What follows belongs to an exercise in optimizing a design on an open flow for small area, a short achievable clock period and few clock cycles; a production flow would make more cautious choices. Function was checked by simulation only, so behaviour that the tests miss may differ from the original.

==> trial 1 <==
// mulApbChip
module mulApbChip (
	input logic clk,
	input logic arstN,
	input logic psel,
	input logic penable,
	input logic pwrite,
	input logic [7:0] paddr,
	input logic [31:0] pwdata,
	output logic [31:0] prdata,
	output logic pready,
	output logic pslverr
);
==> module mulArray, before the edit <==
module mulArray (
	input logic clk,
	input logic arstN,
	input logic [31:0] a,
	input logic [31:0] b,
	input logic go,
	output mulPkg::productT product
);
	logic running;
	logic [1:0] cnt;
	logic step;
	logic [31:0] accS;
	logic [31:0] accC;
	logic [31:0] lowQ;
	logic lowCarry;
	logic [7:0] digit;
	logic [39:0] rowX;
	logic [39:0] rowY;
	logic [8:0] lowSum;
	logic [31:0] hiSum;
	assign step = running | go;
	always_comb begin
		case (cnt)
			2'd0: digit = b[7:0];
			2'd1: digit = b[15:8];
			2'd2: digit = b[23:16];
			default: digit = b[31:24];
		endcase
	end
	mulRow mulRow_i (
		.accS(accS & {32{running}}),
		.accC(accC & {32{running}}),
		.a(a),
		.d(digit),
		.rowX(rowX),
		.rowY(rowY)
	);
	assign lowSum = {1'b0, rowX[7:0]} + {1'b0, rowY[7:0]} + {8'd0, lowCarry & running};
	always_ff @(posedge clk or negedge arstN) begin
		if (!arstN) begin
			running <= 1'b0;
			cnt <= 2'd0;
		end else if (step) begin
			cnt <= cnt + 2'd1;
			running <= (cnt != 2'd3);
		end
	end
	always_ff @(posedge clk) begin
		if (step) begin
			accS <= rowX[39:8];
			accC <= rowY[39:8];
			lowQ <= {lowSum[7:0], lowQ[31:8]};
			lowCarry <= lowSum[8];
		end
	end
	prefixAdder #(
		.Width(32)
	) prefixAdder_i (
		.a(accS),
		.b(accC),
		.cin(lowCarry),
		.sum(hiSum)
	);
	assign product.half.hi = hiSum;
	assign product.half.lo = lowQ;
endmodule
==> module mulApbRegs, before the edit <==
module mulApbRegs (
	input logic clk,
	input logic arstN,
	input apbPkg::apbReqT apbReq,
	output apbPkg::apbRspT apbRsp,
	output mulPkg::operandT opA,
	output mulPkg::operandT opB,
	output logic go,
	input mulPkg::productT product
);
	logic setup;
	logic done;
	logic mapped;
	logic wrOpA;
	logic wrOpB;
	logic [apbPkg::DataWidth-1:0] readWord;
	logic [apbPkg::DataWidth-1:0] prdataQ;
	logic pslverrQ;
	assign setup = apbReq.psel & ~apbReq.penable;
	assign go = setup && apbReq.pwrite && (apbReq.paddr == apbPkg::AddrCtrl) &&
		apbReq.pwdata[apbPkg::CtrlStartBit];
	always_comb begin
		mapped = 1'b1;
		readWord = '0;
		case (apbReq.paddr)
			apbPkg::AddrOpA: begin
				readWord = opA;
			end
			apbPkg::AddrOpB: begin
				readWord = opB;
			end
			apbPkg::AddrCtrl: begin
				readWord = '0;
			end
			apbPkg::AddrStatus: begin
				readWord[apbPkg::StatusDoneBit] = done;
			end
			apbPkg::AddrResLo: begin
				readWord = product.half.lo & {apbPkg::DataWidth{done}};
			end
			apbPkg::AddrResHi: begin
				readWord = product.half.hi & {apbPkg::DataWidth{done}};
			end
			default: begin
				mapped = 1'b0;
			end
		endcase
	end
	always_ff @(posedge clk) begin
		prdataQ <= readWord;
		pslverrQ <= ~mapped;
	end
	always_comb begin
		apbRsp.prdata = prdataQ;
		apbRsp.pready = 1'b1;
		apbRsp.pslverr = pslverrQ;
	end
	always_ff @(posedge clk or negedge arstN) begin
		if (!arstN) begin
			wrOpA <= 1'b0;
			wrOpB <= 1'b0;
			done <= 1'b0;
		end else begin
			wrOpA <= setup && apbReq.pwrite && (apbReq.paddr == apbPkg::AddrOpA);
			wrOpB <= setup && apbReq.pwrite && (apbReq.paddr == apbPkg::AddrOpB);
			if (go) begin
				done <= 1'b1;
			end
		end
	end
	always_ff @(posedge clk or negedge arstN) begin
		if (!arstN) begin
			opA <= '0;
			opB <= '0;
		end else begin
			if (wrOpA) begin
				opA <= apbReq.pwdata;
			end
			if (wrOpB) begin
				opB <= apbReq.pwdata;
			end
		end
	end
endmodule
==> module mulApbTop, before the edit <==
module mulApbTop (
	input logic clk,
	input logic arstN,
	input apbPkg::apbReqT apbReq,
	output apbPkg::apbRspT apbRsp
);
	mulPkg::operandT opA;
	mulPkg::operandT opB;
	logic go;
	mulPkg::productT product;
	mulApbRegs mulApbRegs_i (
		.clk(clk),
		.arstN(arstN),
		.apbReq(apbReq),
		.apbRsp(apbRsp),
		.opA(opA),
		.opB(opB),
		.go(go),
		.product(product)
	);
	mulArray mulArray_i (
		.clk(clk),
		.arstN(arstN),
		.a(opA),
		.b(opB),
		.go(go),
		.product(product)
	);
endmodule
clock: 13.0 ns
lec_check: 0
cap_margin: 20
core_margin: 2
core_utilization: 40
slew_margin: 20
run.sh (not shown) runs the stock make flow with config.mk's settings and CLKGATE_MAP_FILE= SYNTH_SCRIPT=/design/flow/synth_recipe.tcl, a recipe that flattens the netlist after the stock synthesis.
==> trial 77 (differences from trial 1) <==
--- a/flow/design.v
+++ b/flow/design.v
@@ -682,55 +682,76 @@
 	input logic arstN,
 	input logic [31:0] a,
 	input logic [31:0] b,
+	input logic [7:0] bLoNext,
 	input logic go,
 	output mulPkg::productT product
 );
+	logic run1;
+	logic run2;
+	logic run3;
 	logic running;
-	logic [1:0] cnt;
-	logic step;
+	logic first;
+	logic [7:0] digitQ;
 	logic [31:0] accS;
 	logic [31:0] accC;
 	logic [31:0] lowQ;
 	logic lowCarry;
-	logic [7:0] digit;
 	logic [39:0] rowX;
 	logic [39:0] rowY;
 	logic [8:0] lowSum;
 	logic [31:0] hiSum;
-	assign step = running | go;
-	always_comb begin
-		case (cnt)
-			2'd0: digit = b[7:0];
-			2'd1: digit = b[15:8];
-			2'd2: digit = b[23:16];
-			default: digit = b[31:24];
-		endcase
+	assign first = go & ~running;
+	always_ff @(posedge clk or negedge arstN) begin
+		if (!arstN) begin
+			run1 <= 1'b0;
+			run2 <= 1'b0;
+			run3 <= 1'b0;
+			running <= 1'b0;
+		end else begin
+			running <= first | run1 | run2;
+			run1 <= first;
+			run2 <= run1;
+			run3 <= run2;
+		end
+	end
+	always_ff @(posedge clk) begin
+		if (first) begin
+			digitQ <= b[15:8];
+		end else if (run1) begin
+			digitQ <= b[23:16];
+		end else if (run2) begin
+			digitQ <= b[31:24];
+		end else begin
+			digitQ <= bLoNext;
+		end
 	end
 	mulRow mulRow_i (
 		.accS(accS & {32{running}}),
 		.accC(accC & {32{running}}),
 		.a(a),
-		.d(digit),
+		.d(digitQ),
 		.rowX(rowX),
 		.rowY(rowY)
 	);
 	assign lowSum = {1'b0, rowX[7:0]} + {1'b0, rowY[7:0]} + {8'd0, lowCarry & running};
-	always_ff @(posedge clk or negedge arstN) begin
-		if (!arstN) begin
-			running <= 1'b0;
-			cnt <= 2'd0;
-		end else if (step) begin
-			cnt <= cnt + 2'd1;
-			running <= (cnt != 2'd3);
-		end
-	end
 	always_ff @(posedge clk) begin
-		if (step) begin
+		if (go | running) begin
 			accS <= rowX[39:8];
 			accC <= rowY[39:8];
-			lowQ <= {lowSum[7:0], lowQ[31:8]};
 			lowCarry <= lowSum[8];
 		end
+		if (first) begin
+			lowQ[7:0] <= lowSum[7:0];
+		end
+		if (run1) begin
+			lowQ[15:8] <= lowSum[7:0];
+		end
+		if (run2) begin
+			lowQ[23:16] <= lowSum[7:0];
+		end
+		if (run3) begin
+			lowQ[31:24] <= lowSum[7:0];
+		end
 	end
 	prefixAdder #(
 		.Width(32)
@@ -751,6 +772,7 @@
 	output apbPkg::apbRspT apbRsp,
 	output mulPkg::operandT opA,
 	output mulPkg::operandT opB,
+	output logic [7:0] opBLoNext,
 	output logic go,
 	input mulPkg::productT product
 );
@@ -814,6 +836,7 @@
 			end
 		end
 	end
+	assign opBLoNext = wrOpB ? apbReq.pwdata[7:0] : opB[7:0];
 	always_ff @(posedge clk or negedge arstN) begin
 		if (!arstN) begin
 			opA <= '0;
@@ -838,6 +861,7 @@
 	mulPkg::operandT opA;
 	mulPkg::operandT opB;
 	logic go;
+	logic [7:0] opBLoNext;
 	mulPkg::productT product;
 	mulApbRegs mulApbRegs_i (
 		.clk(clk),
@@ -846,6 +870,7 @@
 		.apbRsp(apbRsp),
 		.opA(opA),
 		.opB(opB),
+		.opBLoNext(opBLoNext),
 		.go(go),
 		.product(product)
 	);
@@ -854,6 +879,7 @@
 		.arstN(arstN),
 		.a(opA),
 		.b(opB),
+		.bLoNext(opBLoNext),
 		.go(go),
 		.product(product)
 	);
==> flow/flow/run.sh (new file) <==
#!/bin/bash
# The standard layout, with timing repair aimed at a path delay well below
# the clock period: the clock and the constraints are unchanged, only
# repair_timing's setup margin is raised (and kept to the worst endpoints).
set -euo pipefail
export SETUP_SLACK_MARGIN="${FLOW_SETUP_MARGIN:-9.2}"
export TNS_END_PERCENT="${FLOW_TNS_END:-10}"
export BUFFER_PORTS_ARGS="-buffer_cell sky130_fd_sc_hd__buf_4"
bash standard.sh > flow_standard.log 2>&1
==> flow/standard.sh (new file) <==
#!/bin/bash
# synth_recipe.tcl (not shown) runs the flow's synth.tcl, then flattens the netlist and writes it again
# the make line also repeats each setting of config.mk as NAME=value (left out here)
make -C /OpenROAD-flow-scripts/flow DESIGN_CONFIG=/design/flow/config.mk WORK_HOME=/design/flow/orfs CLKGATE_MAP_FILE= SYNTH_SCRIPT=/design/flow/synth_recipe.tcl "${@:-finish}"
- ABC_AREA: unset -> 1
removed: flow/run.sh
==> build 37 (differences from trial 1) <==
--- a/flow/design.v
+++ b/flow/design.v
@@ -682,55 +682,76 @@
 	input logic arstN,
 	input logic [31:0] a,
 	input logic [31:0] b,
+	input logic [7:0] bLoNext,
 	input logic go,
 	output mulPkg::productT product
 );
+	logic run1;
+	logic run2;
+	logic run3;
 	logic running;
-	logic [1:0] cnt;
-	logic step;
+	logic first;
+	logic [7:0] digitQ;
 	logic [31:0] accS;
 	logic [31:0] accC;
 	logic [31:0] lowQ;
 	logic lowCarry;
-	logic [7:0] digit;
 	logic [39:0] rowX;
 	logic [39:0] rowY;
 	logic [8:0] lowSum;
 	logic [31:0] hiSum;
-	assign step = running | go;
-	always_comb begin
-		case (cnt)
-			2'd0: digit = b[7:0];
-			2'd1: digit = b[15:8];
-			2'd2: digit = b[23:16];
-			default: digit = b[31:24];
-		endcase
+	assign first = go & ~running;
+	always_ff @(posedge clk or negedge arstN) begin
+		if (!arstN) begin
+			run1 <= 1'b0;
+			run2 <= 1'b0;
+			run3 <= 1'b0;
+			running <= 1'b0;
+		end else begin
+			running <= first | run1 | run2;
+			run1 <= first;
+			run2 <= run1;
+			run3 <= run2;
+		end
+	end
+	always_ff @(posedge clk) begin
+		if (first) begin
+			digitQ <= b[15:8];
+		end else if (run1) begin
+			digitQ <= b[23:16];
+		end else if (run2) begin
+			digitQ <= b[31:24];
+		end else begin
+			digitQ <= bLoNext;
+		end
 	end
 	mulRow mulRow_i (
 		.accS(accS & {32{running}}),
 		.accC(accC & {32{running}}),
 		.a(a),
-		.d(digit),
+		.d(digitQ),
 		.rowX(rowX),
 		.rowY(rowY)
 	);
 	assign lowSum = {1'b0, rowX[7:0]} + {1'b0, rowY[7:0]} + {8'd0, lowCarry & running};
-	always_ff @(posedge clk or negedge arstN) begin
-		if (!arstN) begin
-			running <= 1'b0;
-			cnt <= 2'd0;
-		end else if (step) begin
-			cnt <= cnt + 2'd1;
-			running <= (cnt != 2'd3);
-		end
-	end
 	always_ff @(posedge clk) begin
-		if (step) begin
+		if (go | running) begin
 			accS <= rowX[39:8];
 			accC <= rowY[39:8];
-			lowQ <= {lowSum[7:0], lowQ[31:8]};
 			lowCarry <= lowSum[8];
 		end
+		if (first) begin
+			lowQ[7:0] <= lowSum[7:0];
+		end
+		if (run1) begin
+			lowQ[15:8] <= lowSum[7:0];
+		end
+		if (run2) begin
+			lowQ[23:16] <= lowSum[7:0];
+		end
+		if (run3) begin
+			lowQ[31:24] <= lowSum[7:0];
+		end
 	end
 	prefixAdder #(
 		.Width(32)
@@ -751,6 +772,7 @@
 	output apbPkg::apbRspT apbRsp,
 	output mulPkg::operandT opA,
 	output mulPkg::operandT opB,
+	output logic [7:0] opBLoNext,
 	output logic go,
 	input mulPkg::productT product
 );
@@ -814,6 +836,7 @@
 			end
 		end
 	end
+	assign opBLoNext = wrOpB ? apbReq.pwdata[7:0] : opB[7:0];
 	always_ff @(posedge clk or negedge arstN) begin
 		if (!arstN) begin
 			opA <= '0;
@@ -838,6 +861,7 @@
 	mulPkg::operandT opA;
 	mulPkg::operandT opB;
 	logic go;
+	logic [7:0] opBLoNext;
 	mulPkg::productT product;
 	mulApbRegs mulApbRegs_i (
 		.clk(clk),
@@ -846,6 +870,7 @@
 		.apbRsp(apbRsp),
 		.opA(opA),
 		.opB(opB),
+		.opBLoNext(opBLoNext),
 		.go(go),
 		.product(product)
 	);
@@ -854,6 +879,7 @@
 		.arstN(arstN),
 		.a(opA),
 		.b(opB),
+		.bLoNext(opBLoNext),
 		.go(go),
 		.product(product)
 	);
==> flow/flow/run.sh (new file) <==
#!/bin/bash
# The standard layout, with timing repair aimed at a path delay well below
# the clock period: the clock and the constraints are unchanged, only
# repair_timing's setup margin is raised (and kept to the worst endpoints).
set -euo pipefail
export SETUP_SLACK_MARGIN="${FLOW_SETUP_MARGIN:-9.2}"
export TNS_END_PERCENT="${FLOW_TNS_END:-10}"
bash standard.sh > flow_standard.log 2>&1
==> flow/standard.sh (new file) <==
#!/bin/bash
# synth_recipe.tcl (not shown) runs the flow's synth.tcl, then flattens the netlist and writes it again
# the make line also repeats each setting of config.mk as NAME=value (left out here)
make -C /OpenROAD-flow-scripts/flow DESIGN_CONFIG=/design/flow/config.mk WORK_HOME=/design/flow/orfs CLKGATE_MAP_FILE= SYNTH_SCRIPT=/design/flow/synth_recipe.tcl "${@:-finish}"
removed: flow/run.sh
==> impl_metrics.py <==
metrics = {
    "synth": {
        "yosysMostFrequentCell": "nand2_1",
        "synthTopCellsByArea": "fa_1 27%, edfxtp_1 16%, nand2_1 14%",
        "synth_compound_area_frac": 0.0601,
    },
    "detailed_routing": {
        "via_count": 14185,
    },
    "layout": {
        "final_common_cell": "nand2_1",
        "nets": 2616,
    },
    "critical_path": {
        "cp.arrival_ps": 4000,
        "path_class": "in -> reg",
    },
    "run_status": {
        "status": "complete, no violations",
    },
    "timing": {
        "worst_hold_slack_ps": 463,
    },
    "place": {
        "dp_cells": 2825,
    },
}
(the above is from trial 77)
==> impl_metrics.py <==
metrics = {
    "run_status": {
        "status": "complete, no violations",
    },
    "timing": {
        "fin_setup_tns_ps": 0,
        "worst_hold_slack_ps": 505,
    },
    "layout": {
        "final_common_cell": "inv_1",
        "multi_input_cells": 1054,
        "syn_to_final_growth_pct": 14.4,
    },
    "synth": {
        "synthTopCellsByArea": "fa_1 28%, edfxtp_1 17%, dfrtp_1 10%",
        "synth_compound_area_frac": 0.0806,
        "synth_area_um2": 17200,
        "yosysMostFrequentCell": "inv_1",
    },
    "critical_path": {
        "path_class": "reg -> out",
        "cp.arrival_ps": 1460,
        "critPathLaunch": "mulApbTop_i.mulApbRegs_i.prdataQ[30]",
        "path_depth": 1,
    },
    "detailed_routing": {
        "via_count": 11914,
        "dr_wl_met3_mm": 3.71,
        "wl_per_cell_um": 21.6,
    },
    "place": {
        "dp_cells": 2176,
    },
}
(the above is from build 37)
==> impl_metrics.py <==
metrics = {
    "timing": {
        "worst_hold_slack_ps": 461,
    },
    "run_status": {
        "status": "complete, no violations",
    },
    "critical_path": {
        "cp-end-kind": "flip-flop",
        "path_class": "reg -> reg",
        "cp.arrival_ps": 5540,
    },
    "clock_network": {
        "cts_tree": "yes",
    },
    "layout": {
        "nets": 2056,
        "final_common_cell": "inv_1",
    },
    "place": {
        "dp_cells": 2275,
    },
    "synth": {
        "synthTopCellsByArea": "fa_1 28%, edfxtp_1 17%, dfrtp_1 10%",
        "synth_compound_area_frac": 0.0874,
    },
    "detailed_routing": {
        "via_count": 12151,
    },
}
(the above is from trial 1)
Testbench counts of trial 1, summed over its fixed seeds: cycles 14,400.
Testbench counts of trial 77, summed over its fixed seeds: cycles 14,400.
Testbench counts of build 37, summed over its fixed seeds: cycles 14,400.

static timing again, ports no longer ideal:
In the flow no input, the clock included, has a driving cell. The finished layouts below were timed again as built, in two steps.
Step 1: set_driving_cell puts a clkbuf_16 on clk and a buf_2 on each other input, an assumption about the parent block.
Step 2 times the ports against the registers' clock, not the clock port: input delays grow and output delays shrink by t, the midpoint of the rising clock arrivals with the driver on.
Three values: no drivers, after step 1, after step 2; two values: the first two.
run	t (ns)	setup slack, ns	clock arrival spread, ns	cell pins on the clock port's net
trial 1	0.490	7.640 / 7.640 / 7.292	0.016 / 0.017	1
trial 77	0.565	9.206 / 9.214 / 8.664	0.013 / 0.014	1
build 37	0.587	8.942 / 8.889 / 8.480	0.011 / 0.011	1
After both steps setup and hold are still met in every run listed. The setup slack of trial 77, which loses most, moves by +0.008 ns with the drivers and by -0.542 ns with both steps.
